Source: an optimization exercise on an open RTL-to-GDS flow (aim: small area). Production flows keep margins and buffers that such runs may drop.
In this exercise RTL edits were held to simulation tests only and were not proved equivalent to the original.

==> build 36: inputs <==
Design pmsm_top, start of the top module:
module pmsm_top (
  input  logic                     sys_clk_i,
  input  logic                     reset_i,
  input  pmsm_pkg::phase_current_t current_set_i,   
  input  pmsm_pkg::pi_gain_t       gains_i,
  input  logic                     adc_a_sdata_i,   
  input  logic                     adc_a_ocd_n_i,
  output logic                     adc_a_sclk_o,
  output logic                     adc_a_cs_n_o,
  input  logic                     adc_b_sdata_i,   
  input  logic                     adc_b_ocd_n_i,
  output logic                     adc_b_sclk_o,
  output logic                     adc_b_cs_n_o,
  input  logic                     drv_nfault_i,    
  output logic                     drv_enable_o,
  output pmsm_pkg::gate_drive_t    gate_o,
  output logic                     brake_o,
  output logic                     fault_o,
  output pmsm_pkg::phase_duty_t    duty_o           
);
export LEC_CHECK = 0
export CAP_MARGIN = 20
export CORE_MARGIN = 2
export CORE_UTILIZATION = 70
export SLEW_MARGIN = 20
create_clock -name core_clock -period 14.0 [get_ports {sys_clk_i}]
standard.sh (not shown) runs the stock make flow with config.mk's settings and CLKGATE_MAP_FILE= SYNTH_SCRIPT=/design/flow/synth_recipe.tcl, a recipe that flattens the netlist after the stock synthesis.
==> flow/flow/run.sh <==
#!/bin/bash
# The standard layout with four changes:
#  - synthesis is the standard one, but ABC maps for area (flow/abc_area.script
#    replaces the speed script in a copy of the ORFS scripts); registers are
#    mapped before ABC runs, so they are the standard synthesis's;
#  - port buffers are sky130_fd_sc_hd__buf_1;
#  - one tie cell drives all constant outputs (no per-port tie cells);
#  - the clock tree uses sky130_fd_sc_hd__buf_6 buffers and no dummy load cells.
# Each make run's full output goes to its own log here; each step's log stays under orfs/logs.
set -euo pipefail
here=$(pwd)
rm -rf "$here/scripts_area"
cp -r "$FLOW_HOME/scripts" "$here/scripts_area"
cp "$here/flow/abc_area.script" "$here/scripts_area/abc_speed.script"
SCRIPTS_DIR="$here/scripts_area" bash standard.sh synth > flow_synth.log 2>&1
export SKIP_REPAIR_TIE_FANOUT=1
export BUFFER_PORTS_ARGS="-buffer_cell sky130_fd_sc_hd__buf_1"
export CTS_ARGS="-sink_clustering_enable -repair_clock_nets -buf_list {sky130_fd_sc_hd__buf_6} -dont_use_dummy_load"
bash standard.sh > flow_make.log 2>&1
==> flow/flow/abc_area.script <==
strash
&get -n
&deepsyn -T 30
&put
dch -f
amap -F 4 -A 8
topo
==> trial 71: changes against build 36 <==
--- a/flow/design.v
+++ b/flow/design.v
@@ -75,24 +75,23 @@
   input  logic                     drv_nfault_i,    
   output logic                     drv_enable_o,
   output pmsm_pkg::gate_drive_t    gate_o,
   output logic                     brake_o,
   output logic                     fault_o,
   output pmsm_pkg::phase_duty_t    duty_o           
 );
-  localparam logic [14:0] INT_OFF = 15'd22784;           
-  localparam logic [14:0] INT_MIN = 15'd14784;           
-  localparam logic [14:0] INT_MAX = 15'd30784;           
+  localparam logic [13:0] INT_OFF = 14'd8000;            
+  localparam logic [13:0] INT_MAX = 14'd16000;           
   localparam logic [7:0]  DUTY_RST = 8'd100;
-  function automatic logic [17:0] add18(input logic [17:0] a, input logic [17:0] b,
+  function automatic logic [16:0] add17(input logic [16:0] a, input logic [16:0] b,
                                         input logic ci);
     logic c;
     c = ci;
-    for (int j = 0; j < 18; j++) begin
-      add18[j] = a[j] ^ b[j] ^ c;
+    for (int j = 0; j < 17; j++) begin
+      add17[j] = a[j] ^ b[j] ^ c;
       c        = (a[j] & b[j]) | (c & (a[j] ^ b[j]));
     end
   endfunction
   function automatic logic lt8(input logic [7:0] a, input logic [7:0] b);   
     logic c;
     c = 1'b0;
     for (int j = 0; j < 8; j++)
@@ -102,20 +101,30 @@
   function automatic logic lt12(input logic [11:0] a, input logic [11:0] b);
     logic c;
     c = 1'b0;
     for (int j = 0; j < 12; j++)
       c = (!a[j] & b[j]) | (!(a[j] ^ b[j]) & c);
     lt12 = c;
   endfunction
-  function automatic logic lt15(input logic [14:0] a, input logic [14:0] b);
+  function automatic logic lt14(input logic [13:0] a, input logic [13:0] b);
     logic c;
     c = 1'b0;
-    for (int j = 0; j < 15; j++)
+    for (int j = 0; j < 14; j++)
       c = (!a[j] & b[j]) | (!(a[j] ^ b[j]) & c);
-    lt15 = c;
+    lt14 = c;
+  endfunction
+  function automatic logic [7:0] sub25(input logic [7:0] a);   
+    logic [7:0] b;
+    logic       c;
+    b = 8'd25;
+    c = 1'b0;   
+    for (int j = 0; j < 8; j++) begin
+      sub25[j] = a[j] ^ b[j] ^ c;
+      c        = (!a[j] & b[j]) | (!(a[j] ^ b[j]) & c);
+    end
   endfunction
   function automatic logic [7:0] inc8(input logic [7:0] a);
     logic c;
     c = 1'b1;
     for (int j = 0; j < 8; j++) begin
       inc8[j] = a[j] ^ c;
       c       = a[j] & c;
@@ -199,86 +208,88 @@
       sh_a <= {sh_a[10:0], adc_a_sdata_i};
       sh_b <= {sh_b[10:0], adc_b_sdata_i};
     end else if (rot) begin
       sh_a <= {sh_a[10:0], sh_a[11]};
       sh_b <= {sh_b[10:0], sh_b[11]};
     end
   end
-  logic [14:0] integ_a, integ_b;
+  logic [13:0] integ_a, integ_b;
   logic [7:0]  duty_a, duty_b, duty_c;
-  logic [15:0] acc;
+  logic [14:0] acc;
   logic [7:0]  k;
   logic        s_bit, code_bit, c_bit, nz, ng;
   logic        i_bit, e_bit, ins;
-  logic [17:0] op_a, op_b, sum;
+  logic [16:0] op_a, op_b, sum;
   logic        cin, ovf;
   assign k        = (cpass || cnt[4]) ? gains_i.kp : gains_i.ki;
   assign s_bit    = dph ? current_set_i.b[i] : current_set_i.a[i];
   assign code_bit = dph ? sh_b[11] : sh_a[11];
   assign c_bit    = ige11 ? !code_bit : code_bit;   
   assign nz       = dig && (s_bit != c_bit);
   assign ng       = nz && (s_bit ^ !(i15 ^ cpass));
-  assign i_bit  = i15 ? 1'b0 : (iph ? integ_b[14] : integ_a[14]);
-  assign e_bit  = i15 ? 1'b0 : (i_bit ^ cpass);
+  logic i14;
+  assign i14    = (i == 4'd14);
+  assign i_bit  = iph ? integ_b[13] : integ_a[13];
+  assign e_bit  = (i15 || i14) ? 1'b0 : (i_bit ^ cpass);
   assign ins    = cpass && (sub == 2'd3);   
   always_comb begin
     if (clr)
       op_a = '0;
     else if (dbl)
-      op_a = {acc[15], acc, e_bit};
+      op_a = {acc[14], acc, e_bit};
     else
-      op_a = {{2{acc[15]}}, acc};
-    op_b      = {{10{ng}}, (k & {8{nz}}) ^ {8{ng}}};
+      op_a = {{2{acc[14]}}, acc};
+    op_b      = {{9{ng}}, (k & {8{nz}}) ^ {8{ng}}};
     if (ins && i == 4'd6)
-      op_b[5:0] = 6'd45;
+      op_b = -17'sd136;
     if (ins && i == 4'd0)
       op_b[5:0] = duty_c[5:0];
     cin       = ng || (cpass && sub == 2'd2 && e_bit) || (ins && i == 4'd0);
   end
-  assign sum = add18(op_a, op_b, cin);
-  assign ovf = !((sum[17:15] == 3'b000) || (sum[17:15] == 3'b111));
+  assign sum = add17(op_a, op_b, cin);
+  assign ovf = !((sum[16:14] == 3'b000) || (sum[16:14] == 3'b111));
   always_ff @(posedge sys_clk_i) begin
     if (ovf)
-      acc <= {sum[17], {9{!sum[17]}}, sum[5:0]};
+      acc <= {sum[16], {8{!sum[16]}}, sum[5:0]};
     else
-      acc <= sum[15:0];
+      acc <= sum[14:0];
   end
-  logic [14:0] integ_new;
+  logic [13:0] integ_new;
   logic [7:0]  duty_new;
   always_comb begin
-    if (acc[15] || lt15(acc[14:0], INT_MIN))
-      integ_new = INT_MIN;
-    else if (lt15(INT_MAX, acc[14:0]))
+    if (acc[14])
+      integ_new = 14'd0;
+    else if (lt14(INT_MAX, acc[13:0]))
       integ_new = INT_MAX;
     else
-      integ_new = acc[14:0];
+      integ_new = acc[13:0];
   end
   always_comb begin
-    if (acc[15] || !acc[14])
+    if (acc[14] || lt8(acc[13:6], 8'd25))
       duty_new = 8'd0;
-    else if (lt8(8'd200, acc[13:6]))
+    else if (lt8(8'd225, acc[13:6]))
       duty_new = 8'd200;
     else
-      duty_new = acc[13:6];
+      duty_new = sub25(acc[13:6]);
   end
   logic wr;
   assign wr = frame && (cnt[3:0] == 4'd0);
   logic rot_i;   
-  assign rot_i = !i15 && (single || (cpass && sub == 2'd3));
+  assign rot_i = !i15 && !i14 && (single || (cpass && sub == 2'd3));
   always_ff @(posedge sys_clk_i) begin
     if (reset_i) begin
       integ_a <= INT_OFF;
       integ_b <= INT_OFF;
     end else if (wr && cnt == 8'd80)
       integ_a <= integ_new;
     else if (wr && cnt == 8'd112)
       integ_b <= integ_new;
     else if (rot_i) begin
-      integ_a <= {integ_a[13:0], integ_a[14]};
-      integ_b <= {integ_b[13:0], integ_b[14]};
+      integ_a <= {integ_a[12:0], integ_a[13]};
+      integ_b <= {integ_b[12:0], integ_b[13]};
     end
   end
   always_ff @(posedge sys_clk_i) begin
     if (reset_i) begin
       duty_a  <= DUTY_RST;
       duty_b  <= DUTY_RST;
       duty_c  <= DUTY_RST;
==> flow/flow/abc_area.script (replaced) <==
strash
&get -n
&deepsyn -T 300
&put
dch -f
amap -F 4 -A 8
topo
==> results.json <==
{
  "drt_iter0_drc": 670,
  "status": "timing/DRC/antenna clean",
  "largest_register_ffs": 15,
  "final_core_util_pct": 76.9,
  "hold_slack_ns": 0.441
}
the above is filed under trial 71

==> results.json <==
{
  "status": "timing/DRC/antenna clean",
  "largest_register_ffs": 16,
  "hold_slack_ns": 0.446,
  "dpl.hpwl_um": 13200
}
the above is filed under build 36


==> trial 76: inputs <==
==> flow/design.v <==
package pmsm_pkg;
  typedef logic signed [16-1:0] data_t;   
  typedef logic [16-1:0]        duty_t;   
  typedef struct packed {
    data_t a;   
    data_t b;   
  } phase_current_t;
  typedef struct packed {
    duty_t a;
    duty_t b;
    duty_t c;   
  } phase_duty_t;
  typedef struct packed {
    logic [7:0] kp;   
    logic [7:0] ki;   
  } pi_gain_t;
  typedef struct packed {
    logic a_hi;
    logic a_lo;
    logic b_hi;
    logic b_lo;
    logic c_hi;
    logic c_lo;
  } gate_drive_t;
  typedef enum logic [1:0] {
    IDLE,
    DRIVER_INIT,   
    RUN,
    FAULT          
  } ctrl_state_e;
endpackage
`timescale 1ns/1ps
module dead_time_inserter (
  input  logic sys_clk_i,
  input  logic reset_i,
  input  logic demand_i,   
  output logic granted_o,   
  output logic high_o,
  output logic low_o
);
  logic       demand_q;   
  logic [3:0] dead_q;     
  logic       change;
  assign change = demand_i ^ demand_q;
  always_ff @(posedge sys_clk_i) begin
    if (reset_i) begin
      demand_q <= 1'b0;
      dead_q   <= 4'b1000;
    end else begin
      demand_q  <= demand_i;
      dead_q[0] <= !change && !dead_q[0];
      dead_q[1] <= !change && (dead_q[1] ^ dead_q[0]);
      dead_q[2] <= !change && (dead_q[2] ^ (dead_q[1] & dead_q[0]));
      dead_q[3] <= !change && (dead_q[3] || (dead_q[2] & dead_q[1] & dead_q[0]));
    end
  end
  assign granted_o = demand_q;
  assign high_o = demand_q && dead_q[3];
  assign low_o  = !demand_q && dead_q[3];
endmodule
`timescale 1ns/1ps
module pmsm_top (
  input  logic                     sys_clk_i,
  input  logic                     reset_i,
  input  pmsm_pkg::phase_current_t current_set_i,   
  input  pmsm_pkg::pi_gain_t       gains_i,
  input  logic                     adc_a_sdata_i,   
  input  logic                     adc_a_ocd_n_i,
  output logic                     adc_a_sclk_o,
  output logic                     adc_a_cs_n_o,
  input  logic                     adc_b_sdata_i,   
  input  logic                     adc_b_ocd_n_i,
  output logic                     adc_b_sclk_o,
  output logic                     adc_b_cs_n_o,
  input  logic                     drv_nfault_i,    
  output logic                     drv_enable_o,
  output pmsm_pkg::gate_drive_t    gate_o,
  output logic                     brake_o,
  output logic                     fault_o,
  output pmsm_pkg::phase_duty_t    duty_o           
);
  localparam logic [14:0] INT_OFF = 15'd22784;           
  localparam logic [14:0] INT_MIN = 15'd14784;           
  localparam logic [14:0] INT_MAX = 15'd30784;           
  localparam logic [7:0]  DUTY_RST = 8'd100;
  function automatic logic [17:0] add18(input logic [17:0] a, input logic [17:0] b,
                                        input logic ci);
    logic c;
    c = ci;
    for (int j = 0; j < 18; j++) begin
      add18[j] = a[j] ^ b[j] ^ c;
      c        = (a[j] & b[j]) | (c & (a[j] ^ b[j]));
    end
  endfunction
  function automatic logic lt8(input logic [7:0] a, input logic [7:0] b);   
    logic c;
    c = 1'b0;
    for (int j = 0; j < 8; j++)
      c = (!a[j] & b[j]) | (!(a[j] ^ b[j]) & c);
    lt8 = c;
  endfunction
  function automatic logic lt12(input logic [11:0] a, input logic [11:0] b);
    logic c;
    c = 1'b0;
    for (int j = 0; j < 12; j++)
      c = (!a[j] & b[j]) | (!(a[j] ^ b[j]) & c);
    lt12 = c;
  endfunction
  function automatic logic lt15(input logic [14:0] a, input logic [14:0] b);
    logic c;
    c = 1'b0;
    for (int j = 0; j < 15; j++)
      c = (!a[j] & b[j]) | (!(a[j] ^ b[j]) & c);
    lt15 = c;
  endfunction
  function automatic logic [7:0] inc8(input logic [7:0] a);
    logic c;
    c = 1'b1;
    for (int j = 0; j < 8; j++) begin
      inc8[j] = a[j] ^ c;
      c       = a[j] & c;
    end
  endfunction
  logic [7:0] cnt;
  always_ff @(posedge sys_clk_i) begin
    if (reset_i || cnt == 8'd199)
      cnt <= '0;
    else
      cnt <= inc8(cnt);
  end
  logic at0, at64, at66, at199;
  assign at0   = (cnt == 8'd0);
  assign at64  = (cnt == 8'd64);
  assign at66  = (cnt == 8'd66);
  assign at199 = (cnt == 8'd199);
  logic [1:0] st;
  logic       run, en_q, frame, oc1_q, oc2_q;
  logic       mag_a, mag_b, fault_hit;
  logic [11:0] sh_a, sh_b;
  assign run = st[1] & st[0];
  assign mag_a = lt12(12'd3548, sh_a) || lt12(sh_a, 12'd548);
  assign mag_b = lt12(12'd3548, sh_b) || lt12(sh_b, 12'd548);
  assign fault_hit = !drv_nfault_i || oc2_q || (at66 && frame && (mag_a || mag_b));
  always_ff @(posedge sys_clk_i) begin
    if (reset_i) begin
      st    <= 2'b00;
      en_q  <= 1'b0;
      frame <= 1'b0;
      oc1_q <= 1'b0;
      oc2_q <= 1'b0;
    end else begin
      case (st)
        2'b00:   st <= 2'b01;
        2'b01:   st <= fault_hit ? 2'b10 : (at64 ? 2'b11 : 2'b01);
        2'b11:   st <= fault_hit ? 2'b10 : 2'b11;
        default: st <= 2'b10;
      endcase
      en_q  <= run;
      oc1_q <= !(adc_a_ocd_n_i && adc_b_ocd_n_i);
      oc2_q <= oc1_q;
      if (at0)
        frame <= run;
      else if (at66)
        frame <= frame & run;
    end
  end
  assign drv_enable_o = st[0];
  assign brake_o      = !run;
  assign fault_o      = st[1] & !st[0];
  logic in_frame, sclk, samp;
  logic lo64;   
  assign lo64     = (cnt[7:6] == 2'b00) && (cnt != 8'd0);
  assign in_frame = frame && (lo64 || (cnt[7:1] == 7'b0100000));
  assign sclk     = frame && (lo64 || at64) && (cnt[1] == cnt[0]);
  assign samp     = frame && (cnt[7:6] == 2'b00) && (cnt[1:0] == 2'd2);
  assign adc_a_sclk_o = sclk;
  assign adc_b_sclk_o = sclk;
  assign adc_a_cs_n_o = !in_frame;
  assign adc_b_cs_n_o = !in_frame;
  logic       single, cpass, dbl, clr, dph, iph, dig, rot;
  logic [1:0] sub;
  logic [3:0] i;
  logic       i15, ige11;
  assign single = (cnt[7:6] == 2'b01);
  assign cpass  = (cnt[7:6] == 2'b10);
  assign sub    = cnt[1:0];
  assign i      = cpass ? ~cnt[5:2] : ~cnt[3:0];
  assign i15    = (i == 4'd15);
  assign ige11  = i[3] & (i[2] | (i[1] & i[0]));
  assign dbl    = !cpass || (sub == 2'd0);
  assign clr    = (cnt[3:0] == 4'd0) && (!cpass || cnt[5:4] == 2'd0);
  assign dig    = !cpass || !sub[1];
  assign dph    = cpass ? sub[0] : cnt[5];
  assign iph    = cpass ? sub[1] : cnt[5];
  assign rot    = (single && (cnt[3] || cnt[2])) ||
                  (cpass && sub == 2'd3 && (cnt[5] || cnt[4]));
  always_ff @(posedge sys_clk_i) begin
    if (samp) begin
      sh_a <= {sh_a[10:0], adc_a_sdata_i};
      sh_b <= {sh_b[10:0], adc_b_sdata_i};
    end else if (rot) begin
      sh_a <= {sh_a[10:0], sh_a[11]};
      sh_b <= {sh_b[10:0], sh_b[11]};
    end
  end
  logic [14:0] integ_a, integ_b;
  logic [7:0]  duty_a, duty_b, duty_c;
  logic [15:0] acc;
  logic [7:0]  k;
  logic        s_bit, code_bit, c_bit, nz, ng;
  logic        i_bit, e_bit, ins;
  logic [17:0] op_a, op_b, sum;
  logic        cin, ovf;
  assign k        = (cpass || cnt[4]) ? gains_i.kp : gains_i.ki;
  assign s_bit    = dph ? current_set_i.b[i] : current_set_i.a[i];
  assign code_bit = dph ? sh_b[11] : sh_a[11];
  assign c_bit    = ige11 ? !code_bit : code_bit;   
  assign nz       = dig && (s_bit != c_bit);
  assign ng       = nz && (s_bit ^ !(i15 ^ cpass));
  assign i_bit  = i15 ? 1'b0 : (iph ? integ_b[14] : integ_a[14]);
  assign e_bit  = i15 ? 1'b0 : (i_bit ^ cpass);
  assign ins    = cpass && (sub == 2'd3);   
  always_comb begin
    if (clr)
      op_a = '0;
    else if (dbl)
      op_a = {acc[15], acc, e_bit};
    else
      op_a = {{2{acc[15]}}, acc};
    op_b      = {{10{ng}}, (k & {8{nz}}) ^ {8{ng}}};
    if (ins && i == 4'd6)
      op_b[5:0] = 6'd45;
    if (ins && i == 4'd0)
      op_b[5:0] = duty_c[5:0];
    cin       = ng || (cpass && sub == 2'd2 && e_bit) || (ins && i == 4'd0);
  end
  assign sum = add18(op_a, op_b, cin);
  assign ovf = !((sum[17:15] == 3'b000) || (sum[17:15] == 3'b111));
  always_ff @(posedge sys_clk_i) begin
    if (ovf)
      acc <= {sum[17], {9{!sum[17]}}, sum[5:0]};
    else
      acc <= sum[15:0];
  end
  logic [14:0] integ_new;
  logic [7:0]  duty_new;
  always_comb begin
    if (acc[15] || lt15(acc[14:0], INT_MIN))
      integ_new = INT_MIN;
    else if (lt15(INT_MAX, acc[14:0]))
      integ_new = INT_MAX;
    else
      integ_new = acc[14:0];
  end
  always_comb begin
    if (acc[15] || !acc[14])
      duty_new = 8'd0;
    else if (lt8(8'd200, acc[13:6]))
      duty_new = 8'd200;
    else
      duty_new = acc[13:6];
  end
  logic wr;
  assign wr = frame && (cnt[3:0] == 4'd0);
  logic rot_i;   
  assign rot_i = !i15 && (single || (cpass && sub == 2'd3));
  always_ff @(posedge sys_clk_i) begin
    if (reset_i) begin
      integ_a <= INT_OFF;
      integ_b <= INT_OFF;
    end else if (wr && cnt == 8'd80)
      integ_a <= integ_new;
    else if (wr && cnt == 8'd112)
      integ_b <= integ_new;
    else if (rot_i) begin
      integ_a <= {integ_a[13:0], integ_a[14]};
      integ_b <= {integ_b[13:0], integ_b[14]};
    end
  end
  always_ff @(posedge sys_clk_i) begin
    if (reset_i) begin
      duty_a  <= DUTY_RST;
      duty_b  <= DUTY_RST;
      duty_c  <= DUTY_RST;
    end else if (wr) begin
      if (cnt == 8'd96) begin
        duty_a      <= duty_new;
        duty_c[5:0] <= acc[5:0];   
      end
      if (cnt == 8'd128) duty_b <= duty_new;
      if (cnt == 8'd192) duty_c <= duty_new;
    end
  end
  assign duty_o.a = {8'd0, duty_a};
  assign duty_o.b = {8'd0, duty_b};
  assign duty_o.c = {8'd0, duty_c};
  logic [7:0] act_a, act_b, act_c;
  logic [2:0] demand, high, low;
  always_ff @(posedge sys_clk_i) begin
    if (at0) begin
      act_a <= duty_a;
      act_b <= duty_b;
      act_c <= duty_c;
    end
  end
  logic [2:0] granted;   
  assign demand[0] = at0 ? (duty_a != 8'd0) : (granted[0] && (cnt != act_a));
  assign demand[1] = at0 ? (duty_b != 8'd0) : (granted[1] && (cnt != act_b));
  assign demand[2] = at0 ? (duty_c != 8'd0) : (granted[2] && (cnt != act_c));
  for (genvar p = 0; p < 3; p++) begin : g_phase
    dead_time_inserter i_dead_time (
      .sys_clk_i (sys_clk_i),
      .reset_i   (reset_i),
      .demand_i  (demand[p]),
      .granted_o (granted[p]),
      .high_o    (high[p]),
      .low_o     (low[p])
    );
  end
  assign gate_o.a_hi = high[0] && en_q;
  assign gate_o.a_lo = low[0]  && en_q;
  assign gate_o.b_hi = high[1] && en_q;
  assign gate_o.b_lo = low[1]  && en_q;
  assign gate_o.c_hi = high[2] && en_q;
  assign gate_o.c_lo = low[2]  && en_q;
endmodule
==> flow/flow/run.sh <==
#!/bin/bash
# The standard layout with four changes:
#  - synthesis is the standard one, but ABC maps for area (flow/abc_area.script
#    replaces the speed script in a copy of the ORFS scripts); registers are
#    mapped before ABC runs, so they are the standard synthesis's;
#  - port buffers are sky130_fd_sc_hd__buf_1;
#  - one tie cell drives all constant outputs (no per-port tie cells);
#  - the clock tree uses sky130_fd_sc_hd__buf_6 buffers and no dummy load cells.
# Each make run's full output goes to its own log here; each step's log stays under orfs/logs.
set -euo pipefail
here=$(pwd)
rm -rf "$here/scripts_area"
cp -r "$FLOW_HOME/scripts" "$here/scripts_area"
cp "$here/flow/abc_area.script" "$here/scripts_area/abc_speed.script"
SCRIPTS_DIR="$here/scripts_area" bash standard.sh synth > flow_synth.log 2>&1
export SKIP_REPAIR_TIE_FANOUT=1
export BUFFER_PORTS_ARGS="-buffer_cell sky130_fd_sc_hd__buf_1"
export CTS_ARGS="-sink_clustering_enable -repair_clock_nets -buf_list {sky130_fd_sc_hd__buf_6} -dont_use_dummy_load"
bash standard.sh > flow_make.log 2>&1
==> flow/flow/abc_area.script <==
strash
&get -n
&deepsyn -T 300
&put
dch -f
amap -F 4 -A 8
topo
==> flow/standard.sh <==
#!/bin/bash
# synth_recipe.tcl (not shown) runs the flow's synth.tcl, then flattens the netlist and writes it again
# the make line also repeats each setting of config.mk as NAME=value (left out here)
make -C /OpenROAD-flow-scripts/flow DESIGN_CONFIG=/design/flow/config.mk WORK_HOME=/design/flow/orfs CLKGATE_MAP_FILE= SYNTH_SCRIPT=/design/flow/synth_recipe.tcl "${@:-finish}"
==> flow/config.mk <==
export PLATFORM = sky130hd
export DESIGN_NAME = pmsm_top
export DESIGN_NICKNAME = pmsm_top
export VERILOG_FILES = /design/flow/design.v
export SDC_FILE = /design/flow/constraint.sdc
export NUM_CORES = 4
export LEC_CHECK = 0
export CAP_MARGIN = 20
export CORE_MARGIN = 2
export CORE_UTILIZATION = 70
export SLEW_MARGIN = 20
==> flow/constraint.sdc <==
create_clock -name core_clock -period 14.0 [get_ports {sys_clk_i}]
set_input_delay 2.8000 -clock core_clock [delete_from_list [all_inputs] [get_ports {sys_clk_i}]]
set_output_delay 2.8000 -clock core_clock [all_outputs]
set_load 0.01 [all_outputs]
==> build 82 (differences from trial 76) <==
--- a/flow/design.v
+++ b/flow/design.v
@@ -36,3 +36,2 @@
   input  logic demand_i,   
-  output logic granted_o,   
   output logic high_o,
@@ -40,21 +39,18 @@
 );
-  logic       demand_q;   
-  logic [3:0] dead_q;     
-  logic       change;
-  assign change = demand_i ^ demand_q;
-  always_ff @(posedge sys_clk_i) begin
-    if (reset_i) begin
-      demand_q <= 1'b0;
-      dead_q   <= 4'b1000;
-    end else begin
-      demand_q  <= demand_i;
-      dead_q[0] <= !change && !dead_q[0];
-      dead_q[1] <= !change && (dead_q[1] ^ dead_q[0]);
-      dead_q[2] <= !change && (dead_q[2] ^ (dead_q[1] & dead_q[0]));
-      dead_q[3] <= !change && (dead_q[3] || (dead_q[2] & dead_q[1] & dead_q[0]));
-    end
-  end
-  assign granted_o = demand_q;
-  assign high_o = demand_q && dead_q[3];
-  assign low_o  = !demand_q && dead_q[3];
+  localparam int CNT_W = $clog2(8 + 1);
+  logic             demand_q;     
+  logic [CNT_W-1:0] dead_cnt_q;   
+  always_ff @(posedge sys_clk_i) begin
+    if (reset_i) begin
+      demand_q   <= 1'b0;
+      dead_cnt_q <= '0;
+    end else if (demand_i != demand_q) begin
+      demand_q   <= demand_i;
+      dead_cnt_q <= CNT_W'(8);
+    end else if (dead_cnt_q != '0) begin
+      dead_cnt_q <= dead_cnt_q - 1'b1;
+    end
+  end
+  assign high_o = demand_q && (dead_cnt_q == '0);
+  assign low_o  = !demand_q && (dead_cnt_q == '0);
 endmodule
@@ -85,40 +81,2 @@
   localparam logic [7:0]  DUTY_RST = 8'd100;
-  function automatic logic [17:0] add18(input logic [17:0] a, input logic [17:0] b,
-                                        input logic ci);
-    logic c;
-    c = ci;
-    for (int j = 0; j < 18; j++) begin
-      add18[j] = a[j] ^ b[j] ^ c;
-      c        = (a[j] & b[j]) | (c & (a[j] ^ b[j]));
-    end
-  endfunction
-  function automatic logic lt8(input logic [7:0] a, input logic [7:0] b);   
-    logic c;
-    c = 1'b0;
-    for (int j = 0; j < 8; j++)
-      c = (!a[j] & b[j]) | (!(a[j] ^ b[j]) & c);
-    lt8 = c;
-  endfunction
-  function automatic logic lt12(input logic [11:0] a, input logic [11:0] b);
-    logic c;
-    c = 1'b0;
-    for (int j = 0; j < 12; j++)
-      c = (!a[j] & b[j]) | (!(a[j] ^ b[j]) & c);
-    lt12 = c;
-  endfunction
-  function automatic logic lt15(input logic [14:0] a, input logic [14:0] b);
-    logic c;
-    c = 1'b0;
-    for (int j = 0; j < 15; j++)
-      c = (!a[j] & b[j]) | (!(a[j] ^ b[j]) & c);
-    lt15 = c;
-  endfunction
-  function automatic logic [7:0] inc8(input logic [7:0] a);
-    logic c;
-    c = 1'b1;
-    for (int j = 0; j < 8; j++) begin
-      inc8[j] = a[j] ^ c;
-      c       = a[j] & c;
-    end
-  endfunction
   logic [7:0] cnt;
@@ -128,3 +86,3 @@
     else
-      cnt <= inc8(cnt);
+      cnt <= cnt + 8'd1;
   end
@@ -140,4 +98,4 @@
   assign run = st[1] & st[0];
-  assign mag_a = lt12(12'd3548, sh_a) || lt12(sh_a, 12'd548);
-  assign mag_b = lt12(12'd3548, sh_b) || lt12(sh_b, 12'd548);
+  assign mag_a = (sh_a > 12'd3548) || (sh_a < 12'd548);
+  assign mag_b = (sh_b > 12'd3548) || (sh_b < 12'd548);
   assign fault_hit = !drv_nfault_i || oc2_q || (at66 && frame && (mag_a || mag_b));
@@ -170,7 +128,5 @@
   logic in_frame, sclk, samp;
-  logic lo64;   
-  assign lo64     = (cnt[7:6] == 2'b00) && (cnt != 8'd0);
-  assign in_frame = frame && (lo64 || (cnt[7:1] == 7'b0100000));
-  assign sclk     = frame && (lo64 || at64) && (cnt[1] == cnt[0]);
-  assign samp     = frame && (cnt[7:6] == 2'b00) && (cnt[1:0] == 2'd2);
+  assign in_frame = frame && (cnt != 8'd0) && (cnt <= 8'd65);
+  assign sclk     = in_frame && (cnt != 8'd65) && (cnt[1] == cnt[0]);
+  assign samp     = frame && (cnt[1:0] == 2'd2) && (cnt <= 8'd62);
   assign adc_a_sclk_o = sclk;
@@ -188,3 +144,3 @@
   assign i15    = (i == 4'd15);
-  assign ige11  = i[3] & (i[2] | (i[1] & i[0]));
+  assign ige11  = (i >= 4'd11);
   assign dbl    = !cpass || (sub == 2'd0);
@@ -210,3 +166,3 @@
   logic        s_bit, code_bit, c_bit, nz, ng;
-  logic        i_bit, e_bit, ins;
+  logic        i_bit, e_bit, r_bit, c3_bit;
   logic [17:0] op_a, op_b, sum;
@@ -219,5 +175,6 @@
   assign ng       = nz && (s_bit ^ !(i15 ^ cpass));
-  assign i_bit  = i15 ? 1'b0 : (iph ? integ_b[14] : integ_a[14]);
+  assign i_bit  = i15 ? 1'b0 : (iph ? integ_b[i] : integ_a[i]);
   assign e_bit  = i15 ? 1'b0 : (i_bit ^ cpass);
-  assign ins    = cpass && (sub == 2'd3);   
+  assign r_bit  = (i <= 4'd5) ? duty_c[i] : 1'b0;
+  assign c3_bit = (i == 4'd0) || (i == 4'd6) || (i == 4'd8) || (i == 4'd9) || (i == 4'd11);
   always_comb begin
@@ -230,9 +187,6 @@
     op_b      = {{10{ng}}, (k & {8{nz}}) ^ {8{ng}}};
-    if (ins && i == 4'd6)
-      op_b[5:0] = 6'd45;
-    if (ins && i == 4'd0)
-      op_b[5:0] = duty_c[5:0];
-    cin       = ng || (cpass && sub == 2'd2 && e_bit) || (ins && i == 4'd0);
-  end
-  assign sum = add18(op_a, op_b, cin);
+    op_b[0]   = op_b[0] | (cpass && sub == 2'd3 && c3_bit);
+    cin       = ng || (cpass && sub == 2'd2 && e_bit) || (cpass && sub == 2'd3 && r_bit);
+  end
+  assign sum = op_a + op_b + {17'd0, cin};
   assign ovf = !((sum[17:15] == 3'b000) || (sum[17:15] == 3'b111));
@@ -247,5 +201,5 @@
   always_comb begin
-    if (acc[15] || lt15(acc[14:0], INT_MIN))
+    if ($signed(acc) < $signed({1'b0, INT_MIN}))
       integ_new = INT_MIN;
-    else if (lt15(INT_MAX, acc[14:0]))
+    else if ($signed(acc) > $signed({1'b0, INT_MAX}))
       integ_new = INT_MAX;
@@ -257,3 +211,3 @@
       duty_new = 8'd0;
-    else if (lt8(8'd200, acc[13:6]))
+    else if (acc[13:6] > 8'd200)
       duty_new = 8'd200;
@@ -264,4 +218,2 @@
   assign wr = frame && (cnt[3:0] == 4'd0);
-  logic rot_i;   
-  assign rot_i = !i15 && (single || (cpass && sub == 2'd3));
   always_ff @(posedge sys_clk_i) begin
@@ -270,13 +222,2 @@
       integ_b <= INT_OFF;
-    end else if (wr && cnt == 8'd80)
-      integ_a <= integ_new;
-    else if (wr && cnt == 8'd112)
-      integ_b <= integ_new;
-    else if (rot_i) begin
-      integ_a <= {integ_a[13:0], integ_a[14]};
-      integ_b <= {integ_b[13:0], integ_b[14]};
-    end
-  end
-  always_ff @(posedge sys_clk_i) begin
-    if (reset_i) begin
       duty_a  <= DUTY_RST;
@@ -285,2 +226,4 @@
     end else if (wr) begin
+      if (cnt == 8'd80)  integ_a <= integ_new;
+      if (cnt == 8'd112) integ_b <= integ_new;
       if (cnt == 8'd96) begin
@@ -299,3 +242,7 @@
   always_ff @(posedge sys_clk_i) begin
-    if (at0) begin
+    if (reset_i) begin
+      act_a <= DUTY_RST;
+      act_b <= DUTY_RST;
+      act_c <= DUTY_RST;
+    end else if (at199) begin
       act_a <= duty_a;
@@ -305,6 +252,5 @@
   end
-  logic [2:0] granted;   
-  assign demand[0] = at0 ? (duty_a != 8'd0) : (granted[0] && (cnt != act_a));
-  assign demand[1] = at0 ? (duty_b != 8'd0) : (granted[1] && (cnt != act_b));
-  assign demand[2] = at0 ? (duty_c != 8'd0) : (granted[2] && (cnt != act_c));
+  assign demand[0] = (cnt < act_a);
+  assign demand[1] = (cnt < act_b);
+  assign demand[2] = (cnt < act_c);
   for (genvar p = 0; p < 3; p++) begin : g_phase
@@ -314,3 +260,2 @@
       .demand_i  (demand[p]),
-      .granted_o (granted[p]),
       .high_o    (high[p]),
==> flow/run.sh (new file) <==
#!/bin/bash
# synth_recipe.tcl (not shown) runs the flow's synth.tcl, then flattens the netlist and writes it again
# the make line also repeats each setting of config.mk as NAME=value (left out here)
make -C /OpenROAD-flow-scripts/flow DESIGN_CONFIG=/design/flow/config.mk WORK_HOME=/design/flow/orfs CLKGATE_MAP_FILE= SYNTH_SCRIPT=/design/flow/synth_recipe.tcl finish
--- a/flow/config.mk
+++ b/flow/config.mk
@@ -9,3 +9,3 @@
 export CORE_MARGIN = 2
-export CORE_UTILIZATION = 70
+export CORE_UTILIZATION = 40
 export SLEW_MARGIN = 20
removed: flow/flow/run.sh
removed: flow/flow/abc_area.script
removed: flow/standard.sh
==> trial 63 (differences from trial 76) <==
--- a/flow/design.v
+++ b/flow/design.v
@@ -299,3 +299,7 @@
   always_ff @(posedge sys_clk_i) begin
-    if (at0) begin
+    if (reset_i) begin
+      act_a <= DUTY_RST;
+      act_b <= DUTY_RST;
+      act_c <= DUTY_RST;
+    end else if (at199) begin
       act_a <= duty_a;
@@ -306,5 +310,5 @@
   logic [2:0] granted;   
-  assign demand[0] = at0 ? (duty_a != 8'd0) : (granted[0] && (cnt != act_a));
-  assign demand[1] = at0 ? (duty_b != 8'd0) : (granted[1] && (cnt != act_b));
-  assign demand[2] = at0 ? (duty_c != 8'd0) : (granted[2] && (cnt != act_c));
+  assign demand[0] = at0 ? (act_a != 8'd0) : (granted[0] && (cnt != act_a));
+  assign demand[1] = at0 ? (act_b != 8'd0) : (granted[1] && (cnt != act_b));
+  assign demand[2] = at0 ? (act_c != 8'd0) : (granted[2] && (cnt != act_c));
   for (genvar p = 0; p < 3; p++) begin : g_phase
==> impl_metrics.json <==
{
  "gr-usage-met3_pct": 8.68,
  "wl_per_cell_um": 18.5,
  "vias": 6210,
  "status": "timing/DRC/antenna clean",
  "met3_length_um": 1850
}
[end of results for trial 63]
==> impl_metrics.json <==
{
  "status": "timing/DRC/antenna clean",
  "max-slew-margin-rel_pct": 29.1,
  "met3_length_um": 809,
  "gr-usage-met3_pct": 3.11,
  "clock_buffers": 18,
  "wl_per_cell_um": 16.0,
  "bufAreaShareNonClock_pct": 9.33,
  "vias": 7554
}
[end of results for build 82]
==> impl_metrics.json <==
{
  "met3_length_um": 1640,
  "wl_per_cell_um": 18.1,
  "status": "timing/DRC/antenna clean",
  "gr-usage-met3_pct": 8.68
}
[end of results for trial 76]

[afterwards: timing with drivers on the ports]
How much do the figures lean on ideal ports? The routed layouts below were timed once more, with nothing changed but the port constraints. Step 1 (the two cells are an assumption about what drives the block):
set clk [get_ports {sys_clk_i}]
set_driving_cell -lib_cell sky130_fd_sc_hd__clkbuf_16 $clk
set_driving_cell -lib_cell sky130_fd_sc_hd__buf_2 [delete_from_list [all_inputs] $clk]
Step 2 adds t to the input delays and takes it off the output delays; t is the mean of the earliest and latest rising clock arrival at the registers after step 1. Input paths then give back, and output paths get back, about the clock's delay inside the block. a / b / c = ideal ports / drivers / drivers and shift; a / b = the first two.
| run | shift t [ns] | setup WS [ns] | worst setup path at the end | worst register clock-pin slew, ns |
|---|---|---|---|---|
| build 36 | 0.461 | 1.105 / 1.105 / 1.105 | register to register | 0.09 / 0.09 |
| trial 71 | 0.458 | 3.025 / 3.025 / 3.025 | register to register | 0.08 / 0.08 |
| trial 76 | 0.445 | 1.677 / 1.687 / 1.243 | input to register | 0.09 / 0.09 |
| build 82 | 0.465 | 6.733 / 6.759 / 6.294 | input to register | 0.07 / 0.07 |
| trial 63 | 0.445 | 1.377 / 1.377 / 1.072 | input to register | 0.11 / 0.11 |
After both steps setup and hold are still met in every run listed. For build 82, which loses most, drivers alone change the setup slack by +0.026 ns; drivers and shift together by -0.439 ns.
